Context: an optimization exercise on an open-source flow, tuned for small area and a short achievable clock period. The choices shown serve that exercise and are no tape-out recipe.
RTL that was checked went through simulation tests only; none was proved equivalent to the original.
Power is estimated from default activity; no workload was simulated.

Design adder_tree_25, start of the top module:
module adder_tree_25 (
    input  logic         clk,
    input  logic         rst,
    input  logic         in_valid,
    input  logic [399:0] in_data,
    output logic         res_valid,
    output logic [15:0]  res
);
    wire s1;
    wire c2;
    wire s3;
    wire c4;
    wire s5;
    wire c6;
    wire s7;
    wire c8;
    wire s9;
    wire c10;
    wire s11;
    wire c12;
    wire s13;
    wire c14;
    wire s15;
    wire c16;
    wire s17;
    wire c18;
    wire s19;
    wire c20;
    wire s21;
    wire c22;
    wire s23;
    wire c24;
    wire s25;
    wire c26;
    wire s27;
    wire c28;
    wire s29;
    wire c30;
    wire s31;
    wire c32;
    wire s33;
    wire c34;
    wire s35;
    wire c36;
    wire s37;
    wire c38;
    wire s39;
    wire c40;
    wire s41;
    wire c42;
    wire s43;
    wire c44;
    wire s45;
    wire c46;
    wire s47;
    wire c48;
    wire s49;
    wire c50;
    wire s51;
    wire c52;
    wire s53;
    wire c54;
    wire s55;
    wire c56;
    wire s57;
    wire c58;
    wire s59;
    wire c60;
    wire s61;
    wire c62;
    wire s63;
    wire c64;
    wire s65;
    wire c66;
    wire s67;
    wire c68;
    wire s69;
    wire c70;
    wire s71;
    wire c72;
    wire s73;
    wire c74;
    wire s75;
    wire c76;
    wire s77;
    wire c78;
    wire s79;
    wire c80;
    wire s81;
    wire c82;
    wire s83;
    wire c84;
    wire s85;
    wire c86;
    wire s87;
    wire c88;
    wire s89;
    wire c90;
    wire s91;
    wire c92;
    wire s93;
    wire c94;
    wire s95;
    wire c96;
    wire s97;
    wire c98;
    wire s99;
    wire c100;
    wire s101;
    wire c102;
    wire s103;
    wire c104;
    wire s105;
    wire c106;
    wire s107;
    wire c108;
    wire s109;
    wire c110;
    wire s111;
    wire c112;
    wire s113;
    wire c114;
    wire s115;
    wire c116;
    wire s117;
    wire c118;
    wire s119;
    wire c120;
    wire s121;
    wire c122;
    wire s123;
    wire c124;
  ...
For scale: about 660 cells after synthesis, ~420 I/O pins.
Settings: LEC_CHECK=0, CAP_MARGIN=20, CORE_MARGIN=2, CORE_UTILIZATION=40, SETUP_SLACK_MARGIN=1.1, SLEW_MARGIN=20; clock period 3.0 ns.
standard.sh (not shown) runs the stock make flow with config.mk's settings and CLKGATE_MAP_FILE= SYNTH_SCRIPT=/design/flow/synth_recipe.tcl, a recipe that flattens the netlist after the stock synthesis.
==> flow/flow/run.sh <==
#!/bin/bash
# Own layout flow: the standard flow (standard.sh) with two changes.
#  1. After the standard synthesis, fapol.py re-chooses the polarity of the
#     full-adder cells so that the inverters extract_fa leaves around them go;
#     a Yosys equivalence proof against the standard netlist must pass, else
#     the standard netlist is kept.
#  2. Port buffers are sky130_fd_sc_hd__buf_1 (every port still gets one).
# Each tool writes its full output to a log file of its own in this folder.
set -uo pipefail
export BUFFER_PORTS_ARGS="-buffer_cell sky130_fd_sc_hd__buf_1"
HERE=$(pwd)
bash standard.sh synth > synth.log 2>&1 || exit 1
NET=$HERE/orfs/results/sky130hd/adder_tree_25/base/1_2_yosys.v
cp "$NET" "$HERE/netlist_standard.v"
if python3 "$HERE/flow/fapol.py" "$HERE/netlist_standard.v" "$HERE/netlist_fapol.v" > fapol.log 2>&1; then
  cat > equiv.ys <<EOT
read_liberty -ignore_miss_func $FLOW_HOME/platforms/sky130hd/lib/sky130_fd_sc_hd__tt_025C_1v80.lib
read_verilog $HERE/netlist_standard.v
rename $FLOW_TOP gold
read_verilog $HERE/netlist_fapol.v
rename $FLOW_TOP gate
setattr -mod -unset top gold gate
flatten gold gate
rename -hide gold/w:_* gate/w:_*
equiv_make gold gate eq
hierarchy -top eq
equiv_simple -seq 0
equiv_induct
equiv_status -assert
EOT
  if yosys -s equiv.ys > equiv.log 2>&1; then
    cp "$HERE/netlist_fapol.v" "$NET"
    touch "$NET"
    echo "fapol netlist used" >> fapol.log
  else
    echo "equivalence failed: standard netlist kept" >> fapol.log
  fi
fi
bash standard.sh finish > finish.log 2>&1
Other scripts of this flow, unchanged in this note and not shown: flow/flow/fapol.py
Next try:
SETUP_SLACK_MARGIN = not set   (was 1.1)
After rerunning: The changed run finished with timing, DRC and antenna clean. Non-clock buffer count fell by 10. Sequential cell count does not change. Area after synthesis is unchanged. Global-route usage fell by 0.97 points. Hold slack loses 0.014 ns. Clock power fell by about 3%. Design area fell by 6.3%. Fmax fell by 4.5%. Worst setup slack loses 0.11 ns. Wire length fell by 5.5%. Sequential power stays flat.
Next try:
ABC_CLOCK_PERIOD_IN_PS = 1000   (was not set)
CORE_UTILIZATION = 60   (was 40)
After rerunning:
- sequential share of layout area went up by 0.36 points
- via count went up by 0.90%
- register-to-register slack hardly moves
Next try:
ABC_CLOCK_PERIOD_IN_PS = not set   (was 1000)
CORE_UTILIZATION = 40   (was 60)
SETUP_SLACK_MARGIN = 0.8   (was not set)
Effect:
- The changed run went through all stages and came out clean
- via count barely changes
- cell count grows by 11%
- global-route usage drops by 8.1 points
Next try:
ABC_CLOCK_PERIOD_IN_PS = 1000   (was not set)
SETUP_SLACK_MARGIN = not set   (was 0.8)
After rerunning:
- synthesized area is unchanged
- final area decreases slightly
- fmax came out lower by a few percent
- total power decreases by a few percent
Function was not checked in any run of this note: the RTL went through the layout flow alone.

## v26
Another version of the RTL of adder_tree_25 (not shown whole).
Size in the first run: roughly 670 cells after synthesis, roughly 12000 um^2 of cells after synthesis.
==> flow/config.mk <==
export PLATFORM = sky130hd
export DESIGN_NAME = adder_tree_25
export DESIGN_NICKNAME = adder_tree_25
export VERILOG_FILES = /design/flow/design.v
export SDC_FILE = /design/flow/constraint.sdc
export NUM_CORES = 4
export LEC_CHECK = 0
export CAP_MARGIN = 20
export CORE_MARGIN = 2
export CORE_UTILIZATION = 40
export SETUP_SLACK_MARGIN = 1.3
export SLEW_MARGIN = 20
==> flow/constraint.sdc <==
create_clock -name core_clock -period 3.0 [get_ports {clk}]
set_input_delay 0.6000 -clock core_clock [delete_from_list [all_inputs] [get_ports {clk}]]
set_output_delay 0.6000 -clock core_clock [all_outputs]
set_load 0.01 [all_outputs]
Scripts as last shown in full above: flow/flow/run.sh
Other scripts of this flow, unchanged in this note and not shown: flow/flow/fapol.py
#### Input delta (v25 over v26)
- putting CTS_BUF_LIST at sky130_fd_sc_hd__clkbuf_8 where nothing was set
- swapping 1.3 for 1.1 in SETUP_SLACK_MARGIN
- putting CTS_CLUSTER_SIZE at 20 where nothing was set
- putting CTS_CLUSTER_DIAMETER at 60 where nothing was set
--- outcome ---
Clock power share was lower in v25 than in v26.
| critical path depth | v26 vs v25 | ≈ equal |
v26 consumes more power than v25.
Total area of multi-input combinational cells (v25 vs. v26) decreases by a few percent
Sort v26 and v25 by final hold slack desc -> top: v26
Proportion of power drawn by combinational gates (higher): v25
v25 ended up with a lower routed wire length than v26 did.
Final critical-path required period was higher in the run labelled v26.
Compared with v26, in v25 leakage power total has decreased; final standard cell utilization of the core went down; transition at the pin with the smallest max-transition slack went down.
Setup changes, v25 to v15
- CTS_CLUSTER_DIAMETER no longer set, was 60
- CTS_CLUSTER_SIZE now 40, was 20
- CTS_BUF_LIST now sky130_fd_sc_hd__clkbuf_4 sky130_fd_sc_hd__clkbuf_8, was sky130_fd_sc_hd__clkbuf_8
## What came out
~same sequential cell count of the final layout in v15 and v25
The average wire per standard cell number comes out higher for v25 vs v15.
Worst path setup slack after routing on v15 is ahead of v25.
Here is what was changed in the inputs of v41 compared with v15.
- clearing CTS_CLUSTER_SIZE, which used to be 40
- swapping 40 for 60 in CORE_UTILIZATION
- clearing CTS_BUF_LIST, which used to be sky130_fd_sc_hd__clkbuf_4 sky130_fd_sc_hd__clkbuf_8
## What came out
- Number of placed instances with taps included, v41 and v15, lower one = v41.
- Setup-violating endpoint count in the final report came out exactly the same in v41 and v15.
- Est. power | v41 vs v15 | v41 higher
- Relative to v15, the total cell area at the placement stage measured on v41 has decreased slightly.
- Cmp v41 and v15 / final cell count without fillers / lower: v41
- Re share of the core filled with cells in the final layout: v15 was lower than v41.
- On DRC marker count from the first detailed-route iteration, v15 loses to v41.

== indigo ==
Starting RTL as in the previous note.
Design adder_tree_25, start of the top module:
module adder_tree_25 (
    input  logic         clk,
    input  logic         rst,
    input  logic         in_valid,
    input  logic [399:0] in_data,
    output logic         res_valid,
    output logic [15:0]  res
);
    wire s1;
    wire c2;
    wire s3;
    wire c4;
    wire s5;
    wire c6;
    wire s7;
    wire c8;
    wire s9;
    wire c10;
    wire s11;
    wire c12;
    wire s13;
    wire c14;
    wire s15;
    wire c16;
    wire s17;
    wire c18;
    wire s19;
    wire c20;
    wire s21;
    wire c22;
    wire s23;
    wire c24;
    wire s25;
    wire c26;
    wire s27;
    wire c28;
    wire s29;
    wire c30;
    wire s31;
    wire c32;
    wire s33;
    wire c34;
    wire s35;
    wire c36;
    wire s37;
    wire c38;
    wire s39;
    wire c40;
    wire s41;
    wire c42;
    wire s43;
    wire c44;
    wire s45;
    wire c46;
    wire s47;
    wire c48;
    wire s49;
    wire c50;
    wire s51;
    wire c52;
    wire s53;
    wire c54;
    wire s55;
    wire c56;
    wire s57;
    wire c58;
    wire s59;
    wire c60;
    wire s61;
    wire c62;
    wire s63;
    wire c64;
    wire s65;
    wire c66;
    wire s67;
    wire c68;
    wire s69;
    wire c70;
    wire s71;
    wire c72;
    wire s73;
    wire c74;
    wire s75;
    wire c76;
    wire s77;
    wire c78;
    wire s79;
    wire c80;
    wire s81;
    wire c82;
    wire s83;
    wire c84;
    wire s85;
    wire c86;
    wire s87;
    wire c88;
    wire s89;
    wire c90;
    wire s91;
    wire c92;
    wire s93;
    wire c94;
    wire s95;
    wire c96;
    wire s97;
    wire c98;
    wire s99;
    wire c100;
    wire s101;
    wire c102;
    wire s103;
    wire c104;
    wire s105;
    wire c106;
    wire s107;
    wire c108;
    wire s109;
    wire c110;
    wire s111;
    wire c112;
    wire s113;
    wire c114;
  ...
Settings: LEC_CHECK=0, CAP_MARGIN=20, CORE_MARGIN=2, CORE_UTILIZATION=40, CTS_BUF_LIST=sky130_fd_sc_hd__clkbuf_8, CTS_CLUSTER_DIAMETER=50, CTS_CLUSTER_SIZE=14, SETUP_SLACK_MARGIN=1.2, SLEW_MARGIN=20; clock period 3.0 ns.
Scripts as last shown in full above: flow/flow/run.sh
Other scripts of this flow, unchanged in this note and not shown: flow/flow/fapol.py
indigo | status: complete | timing, DRC, antenna: pass
> inputs changed (indigo -> fjord)
Settings: putting PLACE_DENSITY at 0.7 where nothing was set; swapping 1.2 for 1.1 in SETUP_SLACK_MARGIN.
[summary]
fjord went all the way through the flow, and no timing, DRC or antenna check failed.
indigo | status: complete | timing, DRC, antenna: pass
[fjord] proportion of power drawn by flip-flops and latches rose 0.2 points relative to indigo
In fjord relative to indigo, maximum frequency had gone up slightly.
Re max-slew violation count: no difference whatsoever between indigo and fjord.
| sum of internal, switching and leakage power | lower: fjord |
fjord ended with more depth of the worst hold-timing path than indigo.
For quartz, these inputs were changed with respect to fjord:
Settings: clearing PLACE_DENSITY, which used to be 0.7; clearing CTS_CLUSTER_DIAMETER, which used to be 50; swapping sky130_fd_sc_hd__clkbuf_8 for sky130_fd_sc_hd__clkbuf_4 sky130_fd_sc_hd__clkbuf_8 in CTS_BUF_LIST; clearing CTS_CLUSTER_SIZE, which used to be 14.
## What came out
Going from fjord to quartz, clock transition at the registers of the reported paths saw a decrease; clock share of power increased 5.4 points; count of port buffers added during placement saw little to no change; routed wire length now sits lower. Setup slack: quartz more than fjord. HPWL after detailed placement | quartz below fjord. Combinational cell fraction of total power: quartz vs fjord down 3.2 points.

Starting RTL as in the previous note.
Settings: LEC_CHECK=0, CAP_MARGIN=20, CORE_MARGIN=2, CORE_UTILIZATION=40, CTS_BUF_LIST=sky130_fd_sc_hd__clkbuf_4 sky130_fd_sc_hd__clkbuf_8, CTS_CLUSTER_DIAMETER=40, CTS_CLUSTER_SIZE=12, SETUP_SLACK_MARGIN=1.1, SLEW_MARGIN=20; clock period 3.0 ns.
Scripts as last shown in full above: flow/flow/run.sh
Other scripts of this flow, unchanged in this note and not shown: flow/flow/fapol.py
Edit:
Settings changed: CTS_BUF_LIST sky130_fd_sc_hd__clkbuf_4 sky130_fd_sc_hd__clkbuf_8 to not set, CTS_CLUSTER_DIAMETER 40 to not set, CTS_CLUSTER_SIZE 12 to not set, SETUP_SLACK_MARGIN 1.1 to 1.5.
Clock power rose by 14%.
Setup slack got worse by 42 ps.
Synthesized cell count is unchanged.
Cell area went up by 11%.
Power is higher by 9.3%.
Cell count barely changes.
Area after synthesis is unchanged.
Count of clock-buffer cells in the layout is lower by 2.
Edit:
Settings changed: CORE_UTILIZATION 40 to 75, SETUP_SLACK_MARGIN 1.5 to 1.1.
Result:
- Now the flow did not get past clock tree synthesis (4_1_cts) with DPL-0033
- synthesized area does not change
- synthesized cell count stays the same
Edit:
Settings changed: CORE_UTILIZATION 75 to 40, CTS_BUF_LIST set to sky130_fd_sc_hd__clkbuf_8, CTS_CLUSTER_DIAMETER set to 50, CTS_CLUSTER_SIZE set to 14, SETUP_SLACK_MARGIN 1.1 to 1.0.
What happened: This time the run finished clean. Area after synthesis stays the same. Synthesized cell count does not change.

Setup of before:
Another version of the RTL of adder_tree_25 (not shown whole).
Size in the first run: roughly 850 cells after synthesis, about 420 I/O pins, roughly 15,000 um2 of cells after synthesis.
export LEC_CHECK = 0
export CAP_MARGIN = 20
export CORE_MARGIN = 2
export CORE_UTILIZATION = 40
export CTS_BUF_LIST = sky130_fd_sc_hd__clkbuf_8
export CTS_CLUSTER_DIAMETER = 50
export CTS_CLUSTER_SIZE = 14
export SETUP_SLACK_MARGIN = 1.6
export SLEW_MARGIN = 20
create_clock -name core_clock -period 3.0 [get_ports {clk}]
Scripts as last shown in full above: flow/flow/run.sh
Other scripts of this flow, unchanged in this note and not shown: flow/flow/fapol.py
Looking at the reports, before completed the entire flow and the layout it produced met the timing, DRC and antenna checks.
What after does differently from before at the input level:
Settings: SETUP_SLACK_MARGIN: 1.6 -> 1.2.
--- outcome ---
Of after and before, the higher number of filler instances in the final layout belongs to after. The worst setup slack before clock tree synthesis in after sits 0.028 ns below the value recorded for before. [after vs before] worst path setup slack after routing: lower in after.
Function was not checked in any run of this note: the RTL went through the layout flow alone.

adder_tree_25, a different RTL version from the one above (not shown whole).
Size: ~780 cells after synthesis, ~420 I/O pins, ~12000 um^2 of cells after synthesis.
==> flow/config.mk <==
export PLATFORM = sky130hd
export DESIGN_NAME = adder_tree_25
export DESIGN_NICKNAME = adder_tree_25
export VERILOG_FILES = /design/flow/design.v
export SDC_FILE = /design/flow/constraint.sdc
export NUM_CORES = 4
export LEC_CHECK = 0
export ABC_AREA = 1
export CAP_MARGIN = 20
export CORE_MARGIN = 2
export CORE_UTILIZATION = 40
export CTS_BUF_LIST = sky130_fd_sc_hd__clkbuf_8
export CTS_CLUSTER_DIAMETER = 50
export CTS_CLUSTER_SIZE = 14
export SETUP_SLACK_MARGIN = 1.1
export SLEW_MARGIN = 20
==> flow/constraint.sdc <==
create_clock -name core_clock -period 3.0 [get_ports {clk}]
set_input_delay 0.6000 -clock core_clock [delete_from_list [all_inputs] [get_ports {clk}]]
set_output_delay 0.6000 -clock core_clock [all_outputs]
set_load 0.01 [all_outputs]
Scripts as last shown in full above: flow/flow/run.sh
Other scripts of this flow, unchanged in this note and not shown: flow/flow/fapol.py
Rerun with:
- ABC_AREA: 1 -> unset
Wire length falls by about 9%.
Die area fell by about 1.7%.
Synthesized area goes down by 1.7%.
Core utilization went down by 0.37 points.
First-iteration DRC count decreases by about 40%.
Hold slack improved by 0.014 ns.
Final area decreases by 1.5%.
Total power is about the same.
Setup slack improved by 0.019 ns.

== v20 ==
RTL: one of the versions met above, not the one the previous note started from.
Size: ~420 I/O pins, roughly 0.012 mm² of cells after synthesis.
==> flow/config.mk <==
export PLATFORM = sky130hd
export DESIGN_NAME = adder_tree_25
export DESIGN_NICKNAME = adder_tree_25
export VERILOG_FILES = /design/flow/design.v
export SDC_FILE = /design/flow/constraint.sdc
export NUM_CORES = 4
export LEC_CHECK = 0
export CAP_MARGIN = 20
export CORE_MARGIN = 2
export CORE_UTILIZATION = 40
export SETUP_SLACK_MARGIN = 1.1
export SLEW_MARGIN = 20
==> flow/constraint.sdc <==
create_clock -name core_clock -period 3.0 [get_ports {clk}]
set_input_delay 0.6000 -clock core_clock [delete_from_list [all_inputs] [get_ports {clk}]]
set_output_delay 0.6000 -clock core_clock [all_outputs]
set_load 0.01 [all_outputs]
Scripts as last shown in full above: flow/flow/run.sh
Other scripts of this flow, unchanged in this note and not shown: flow/flow/fapol.py
v20 completed every stage of the flow, and the final layout passed the timing, DRC and antenna checks.
## Diff of input files: v59 against v20
Settings: CTS_BUF_LIST now sky130_fd_sc_hd__clkbuf_8, previously not set; CTS_CLUSTER_DIAMETER now 50, previously not set; CTS_CLUSTER_SIZE now 14, previously not set.
==> comparison <==
Cmp v59 and v20 / utilization / higher: v20. Going from v20 to v59, switching power summed over all nets shows a reduction of about 0.64%, cell count now sits at about the same level, routed wirelength normalized by instance count level, largest buffer count on any clock path held, top achievable clock speed rose about 0.4%.
Setup changes, v59 to v27
Settings: CTS_CLUSTER_SIZE: 14 -> unset; SETUP_SLACK_MARGIN: 1.1 -> 0.8; CTS_CLUSTER_DIAMETER: 50 -> unset; CTS_BUF_LIST: sky130_fd_sc_hd__clkbuf_8 -> unset.
==> comparison <==
Looking at capture point of the critical path, the lo_q[9]$_DFF_P_ result is from v27; the p2_c3_1$_DFF_P_ one comes from v59. Fraction of power consumed by combinational cells ends up lower on v27. v27 vs. v59: first-iteration DRC count went up by about 47%; number of non-clock buffers in the layout now sits at about the same level; proportion of power drawn by the clock network now larger; endpoint arrival time on the critical path has increased. Maximum fanout along the worst path (lower): v59.

==> what the ideal ports hide <==
The flow's constraints put no driver on any port. The routed layouts listed below were extracted and timed again, unchanged, in two steps. Step 1 sets driving cells, clkbuf_16 on the clock port and buf_2 on the other inputs (assumed; they add their load-dependent delay and slew). Step 2 also shifts input and output timing later by t, the mid clock arrival at the registers, as if the neighbouring blocks saw the same clock. Slacks: ideal / step 1 / step 2; pairs: ideal / step 1.
| run | shift t [ns] | slack for setup (ns) | hold WS [ns] | worst slew at a driven data input, ns | cell pins on the clock port's net |
|---|---|---|---|---|---|
| the first run of note 1 | 0.470 | 0.653 / 0.653 / 0.610 | 0.369 / 0.343 / 0.377 | 0.09 | 1 |
| the second run of note 1 | 0.468 | 0.542 / 0.542 / 0.510 | 0.355 / 0.355 / 0.355 | 0.05 | 1 |
| the third run of note 1 | 0.468 | 0.536 / 0.536 / 0.536 | 0.337 / 0.337 / 0.337 | 0.06 | 1 |
| the fourth run of note 1 | 0.472 | 0.652 / 0.652 / 0.584 | 0.373 / 0.373 / 0.373 | 0.11 | 1 |
| the fifth run of note 1 | 0.468 | 0.542 / 0.542 / 0.510 | 0.355 / 0.355 / 0.355 | 0.05 | 1 |
| v26 | 0.538 | 1.059 / 1.059 / 0.622 | 0.327 / 0.311 / 0.327 | 0.06 | 1 |
| v25 | 0.533 | 1.080 / 1.080 / 0.615 | 0.296 / 0.299 / 0.339 | 0.07 | 1 |
| v15 | 0.541 | 1.095 / 1.095 / 0.596 | 0.312 / 0.321 / 0.325 | 0.07 | 1 |
| v41 | 0.530 | 1.040 / 1.040 / 0.638 | 0.332 / 0.324 / 0.333 | 0.06 | 1 |
| indigo | 0.565 | 1.056 / 1.056 / 0.605 | 0.325 / 0.315 / 0.325 | 0.05 | 1 |
| fjord | 0.560 | 1.069 / 1.069 / 0.561 | 0.273 / 0.255 / 0.335 | 0.09 | 1 |
| quartz | 0.540 | 1.095 / 1.095 / 0.598 | 0.312 / 0.320 / 0.325 | 0.07 | 1 |
| the first run of note 4 | 0.581 | 1.094 / 1.094 / 0.596 | 0.256 / 0.264 / 0.330 | 0.07 | 1 |
| the second run of note 4 | 0.528 | 1.053 / 1.053 / 0.598 | 0.331 / 0.331 / 0.331 | 0.07 | 1 |
| the fourth run of note 4 | 0.558 | 1.064 / 1.064 / 0.605 | 0.328 / 0.313 / 0.331 | 0.05 | 1 |
| before | 0.575 | 1.301 / 1.301 / 1.104 | 0.261 / 0.238 / 0.328 | 0.09 | 1 |
| after | 0.579 | 1.242 / 1.242 / 1.085 | 0.249 / 0.237 / 0.315 | 0.11 | 1 |
| the first run of note 6 | 0.496 | 1.068 / 1.068 / 0.608 | 0.319 / 0.300 / 0.337 | 0.10 | 1 |
| the second run of note 6 | 0.495 | 1.088 / 1.088 / 0.611 | 0.334 / 0.334 / 0.334 | 0.10 | 1 |
| v20 | 0.544 | 1.089 / 1.089 / 0.602 | 0.308 / 0.307 / 0.327 | 0.07 | 1 |
| v59 | 0.552 | 1.097 / 1.097 / 0.607 | 0.279 / 0.287 / 0.332 | 0.07 | 1 |
| v27 | 0.543 | 0.963 / 0.963 / 0.542 | 0.300 / 0.278 / 0.334 | 0.10 | 1 |
After both steps setup and hold are still met in every run listed. For fjord, which loses most, drivers alone change the setup slack by 0.000 ns; drivers and shift together by -0.508 ns.
